This design comes from an exercise in tuning for small area, a short achievable clock period and few clock cycles on the open sky130 flow, not from production work. The RTL was checked by simulation tests, not by an equivalence proof against the original design. Power figures rest on the tool's default switching activity, not on a simulated workload.

Setup of old:
==> flow/design.v <==
module mips_multicycle_core #(
  parameter logic [31:0] RESET_PC        = 32'h0000_0000,
  parameter bit          HALT_ON_ILLEGAL = 1'b1
) (
  input  logic        clk,
  input  logic        reset_n,
  output logic        mem_req,
  output logic        mem_we,
  output logic [31:0] mem_addr,
  output logic [31:0] mem_wdata,
  input  logic [31:0] mem_rdata,
  input  logic        mem_ready,
  input  logic [4:0]  dbg_addr,
  output logic [31:0] dbg_data,
  output logic [31:0] pc_out,
  output logic [31:0] instr_out,
  output logic [3:0]  state_out,
  output logic        retire,
  output logic        halted
);
  logic [31:2] pc;         
  logic [31:0] ir;         
  logic        ev;         
  logic        ir_ill;     
  logic        pred;       
  logic        mcyc;       
  logic        m_st;       
  logic        m_wr;       
  logic [4:0]  m_rt;       
  logic [31:0] maddr;      
  logic        halt_r;     
  logic        clr;        
  logic [31:0] regs [32];
  logic        d_r, d_mem, d_sw, d_beq, d_wr, d_sub, d_and, d_or, d_slt;
  logic [4:0]  wa;         
  logic [4:0]  sel_a, sel_b;
  logic [31:0] a, b, simm, sum, res;
  logic        ex, mispred, slt;
  assign simm    = {{16{ir[15]}}, ir[15:0]};
  assign ex      = ev && !mcyc && !ir_ill;
  assign halted  = halt_r || (ev && !mcyc && ir_ill);
  assign sel_a = (halt_r || ir_ill) ? dbg_addr : ir[25:21];
  assign sel_b = mcyc ? m_rt : ir[20:16];
  assign a = regs[sel_a];
  assign b = regs[sel_b];
  assign dbg_data = a;
  assign sum  = a + (d_r ? (d_sub ? ~b : b) : simm) + {31'd0, d_sub};
  assign slt  = (a[31] ^ b[31]) ? a[31] : sum[31];
  assign res  = d_and ? a & b : d_or ? a | b : d_slt ? {31'd0, slt} : sum;
  assign mispred = ex && d_beq && ((a == b) != pred);
  logic [31:2] alt_pc;
  assign alt_pc = pc + (pred ? ~simm[29:0] : simm[29:0]) + {29'd0, pred};
  logic        we;
  logic [4:0]  wsel;
  logic [31:0] wd;
  assign we   = mcyc ? (m_wr && mem_ready) : (ex && d_wr && !d_mem);
  assign wsel = mcyc ? m_rt : wa;
  assign wd   = clr ? 32'd0 : mcyc ? mem_rdata : d_r ? res : sum;
  logic [5:0]  f_op, f_fn;
  logic [4:0]  f_rs, f_rt, f_wa;
  logic        f_r, f_j, f_beq, f_ptk, f_ill, f_ok;
  logic [31:2] f_pc4, f_bt, f_next;
  assign f_op  = mem_rdata[31:26];
  assign f_fn  = mem_rdata[5:0];
  assign f_rs  = mem_rdata[25:21];
  assign f_rt  = mem_rdata[20:16];
  assign f_r   = f_op == 6'h00;
  assign f_j   = f_op == 6'h02;
  assign f_beq = f_op == 6'h04;
  assign f_ptk = f_rs == f_rt || mem_rdata[15];
  assign f_ill = !(f_r || f_op == 6'h23 || f_op == 6'h2B || f_beq || f_op == 6'h08 || f_j) ||
                 (f_r && !(f_fn == 6'h20 || f_fn == 6'h22 || f_fn == 6'h24 || f_fn == 6'h25 ||
                           f_fn == 6'h2A));
  assign f_wa  = (f_r || f_op == 6'h08 || f_op == 6'h23) ? (f_r ? mem_rdata[15:11] : f_rt) : 5'd0;
  assign f_pc4 = pc + 30'd1;
  assign f_bt  = f_pc4 + {{14{mem_rdata[15]}}, mem_rdata[15:0]};
  assign f_next = f_j ? {f_pc4[31:28], mem_rdata[25:0]} : (f_beq && f_ptk) ? f_bt : f_pc4;
  assign f_ok  = !mcyc && !halted && mem_ready && !mispred;
  assign mem_req   = reset_n && !halt_r;
  assign mem_we    = mcyc && m_st;
  assign mem_addr  = mcyc ? maddr : {pc, 2'b00};
  assign mem_wdata = b;
  assign pc_out    = {pc, 2'b00};
  assign instr_out = ir;
  assign state_out = {4{halted}};
  assign retire    = mcyc ? mem_ready : (ex && !d_mem);
  always_ff @(posedge clk or negedge reset_n)
    if (!reset_n) begin
      pc     <= RESET_PC[31:2];
      ev     <= 1'b0;
      ir_ill <= 1'b0;
      mcyc   <= 1'b0;
      halt_r <= 1'b0;
      clr    <= 1'b1;
    end else begin
      clr <= 1'b0;
      if (halted) halt_r <= 1'b1;
      if (mcyc) begin
        if (mem_ready) mcyc <= 1'b0;
      end else begin
        ev <= f_ok;
        if (ex && d_mem) mcyc <= 1'b1;
        if (f_ok) ir_ill <= f_ill;
        if (mispred) pc <= alt_pc;
        else if (f_ok) pc <= f_next;
      end
    end
  always_ff @(posedge clk) begin
    if (ex && d_mem) begin
      maddr <= sum;
      m_rt  <= ir[20:16];
      m_st  <= d_sw;
      m_wr  <= d_wr;
    end
    if (f_ok) begin
      ir    <= mem_rdata;
      pred  <= f_ptk;
      wa    <= f_wa;
      d_r   <= f_r;
      d_mem <= f_op == 6'h23 || f_op == 6'h2B;
      d_sw  <= f_op == 6'h2B;
      d_beq <= f_beq;
      d_wr  <= f_wa != 5'd0 && !f_ill;
      d_sub <= f_r && f_fn[1];
      d_and <= f_r && f_fn[2:0] == 3'b100;
      d_or  <= f_r && f_fn[2:0] == 3'b101;
      d_slt <= f_r && f_fn[3];
    end
  end
  assign regs[0] = 32'd0;
  for (genvar i = 1; i < 32; i++) begin : g_reg
    always_ff @(posedge clk)
      if (clr || (we && wsel == 5'(i))) regs[i] <= wd;
  end
endmodule
export LEC_CHECK = 0
export CAP_MARGIN = 30
export CELL_PAD_IN_SITES_DETAIL_PLACEMENT = 1
export CELL_PAD_IN_SITES_GLOBAL_PLACEMENT = 2
export CORE_MARGIN = 2
export CORE_UTILIZATION = 45
export CTS_BUF_LIST = sky130_fd_sc_hd__clkbuf_8 sky130_fd_sc_hd__clkbuf_16
export CTS_CLUSTER_DIAMETER = 70
export CTS_CLUSTER_SIZE = 25
export PLACE_DENSITY = 0.6
export SETUP_SLACK_MARGIN = 4.0
export SLEW_MARGIN = 30
export TNS_END_PERCENT = 10
create_clock -name core_clock -period 10.0 [get_ports {clk}]
standard.sh (not shown) runs the stock make flow with config.mk's settings and CLKGATE_MAP_FILE= SYNTH_SCRIPT=/design/flow/synth_recipe.tcl, a recipe that flattens the netlist after the stock synthesis.
==> flow/flow/run.sh <==
#!/bin/bash
# The standard layout flow (standard.sh), with the port buffers that buffer_ports
# inserts made of plain buffers (sky130_fd_sc_hd__buf_4) instead of the delay cells it
# picks by default. Full tool output goes to standard.log.
set -o pipefail
export BUFFER_PORTS_ARGS="-buffer_cell sky130_fd_sc_hd__buf_4"
bash standard.sh finish > standard.log 2>&1
Testbench counts of old, summed over its fixed seeds: cycles 22,519.
--- input diff old..new ---
--- a/flow/design.v
+++ b/flow/design.v
@@ -25,23 +25,22 @@
   logic        pred;       
   logic        mcyc;       
   logic        m_st;       
   logic        m_wr;       
-  logic [4:0]  m_rt;       
+  logic [4:0]  sel_b;      
   logic [31:0] maddr;      
   logic        halt_r;     
   logic        clr;        
   logic [31:0] regs [32];
   logic        d_r, d_mem, d_sw, d_beq, d_wr, d_sub, d_and, d_or, d_slt;
   logic [4:0]  wa;         
-  logic [4:0]  sel_a, sel_b;
+  logic [4:0]  sel_a;
   logic [31:0] a, b, simm, sum, res;
   logic        ex, mispred, slt;
   assign simm    = {{16{ir[15]}}, ir[15:0]};
   assign ex      = ev && !mcyc && !ir_ill;
   assign halted  = halt_r || (ev && !mcyc && ir_ill);
   assign sel_a = (halt_r || ir_ill) ? dbg_addr : ir[25:21];
-  assign sel_b = mcyc ? m_rt : ir[20:16];
   assign a = regs[sel_a];
   assign b = regs[sel_b];
   assign dbg_data = a;
   assign sum  = a + (d_r ? (d_sub ? ~b : b) : simm) + {31'd0, d_sub};
@@ -53,9 +52,9 @@
   logic        we;
   logic [4:0]  wsel;
   logic [31:0] wd;
   assign we   = mcyc ? (m_wr && mem_ready) : (ex && d_wr && !d_mem);
-  assign wsel = mcyc ? m_rt : wa;
+  assign wsel = mcyc ? sel_b : wa;
   assign wd   = clr ? 32'd0 : mcyc ? mem_rdata : d_r ? res : sum;
   logic [5:0]  f_op, f_fn;
   logic [4:0]  f_rs, f_rt, f_wa;
   logic        f_r, f_j, f_beq, f_ptk, f_ill, f_ok;
@@ -91,10 +90,13 @@
       ir_ill <= 1'b0;
       mcyc   <= 1'b0;
       halt_r <= 1'b0;
       clr    <= 1'b1;
+      sel_b  <= 5'd0;
     end else begin
       clr <= 1'b0;
+      if ((ex && d_mem) || (mcyc && mem_ready)) sel_b <= ir[20:16];
+      else if (f_ok) sel_b <= f_rt;
       if (halted) halt_r <= 1'b1;
       if (mcyc) begin
         if (mem_ready) mcyc <= 1'b0;
       end else begin
@@ -107,9 +109,8 @@
     end
   always_ff @(posedge clk) begin
     if (ex && d_mem) begin
       maddr <= sum;
-      m_rt  <= ir[20:16];
       m_st  <= d_sw;
       m_wr  <= d_wr;
     end
     if (f_ok) begin
--- outcome ---
Worst supply voltage drop on vdd, new and old: larger value in new. There was hardly any difference in setup slack of the critical path after layout between old and new. Comparing new with old, the time the final worst path needs with I/O delays and setup came out essentially unchanged. Launch point of the critical path = mcyc: old; launch point of the critical path = dbg_addr[2]: new. new vs. old: mean instance size in the synthesized netlist lost about 2.4%; fraction of power consumed by the clock network lower. new against old: number of sinks driven by the clock tree shows no meaningful change, global-route usage shows no meaningful change, final design area excluding fillers now sits lower. Comparing new and old, the lower post-cts gate resize count is on new. Going from old to new, the post-layout instance count excluding filler cells was found to have gone up by 67. Taking old as the reference, in new placer's final routability congestion estimate +about 1.3%; cell count of the worst reg-to-reg path -3.4%. In new, largest stage delay on the critical path is lower than in old. The cell with the biggest individual delay on the critical path comes out dfrtp_4 in one run and o21ai_4 in the other, namely in old and new respectively. Portion of netlist area occupied by mux cells delta (new -> old): insignificant.
Testbench counts of new, summed over its fixed seeds: cycles 22,519.

## what the ideal ports hide
The results above use ideal ports. As a check the final layouts listed here were re-extracted and re-timed, cells and wires unchanged. Step 1 sets driving cells, clkbuf_16 on the clock port and buf_2 on the other inputs (assumed; they add their load-dependent delay and slew). Step 2 adds t to the input delays and takes it off the output delays; t is the mean of the earliest and latest rising clock arrival at the registers after step 1. Input paths then give back, and output paths get back, about the clock's delay inside the block. Three values: ideal, step 1, step 2; two values: the first two.
run	t (ns)	slack for setup (ns)	worst setup path after step 2
old	0.796	3.236 / 3.188 / 2.470	input to register
new	0.776	3.238 / 3.254 / 2.491	input to register
After both steps setup and hold are still met in every run listed. For old, which loses most, drivers alone change the setup slack by -0.048 ns; drivers and shift together by -0.766 ns.
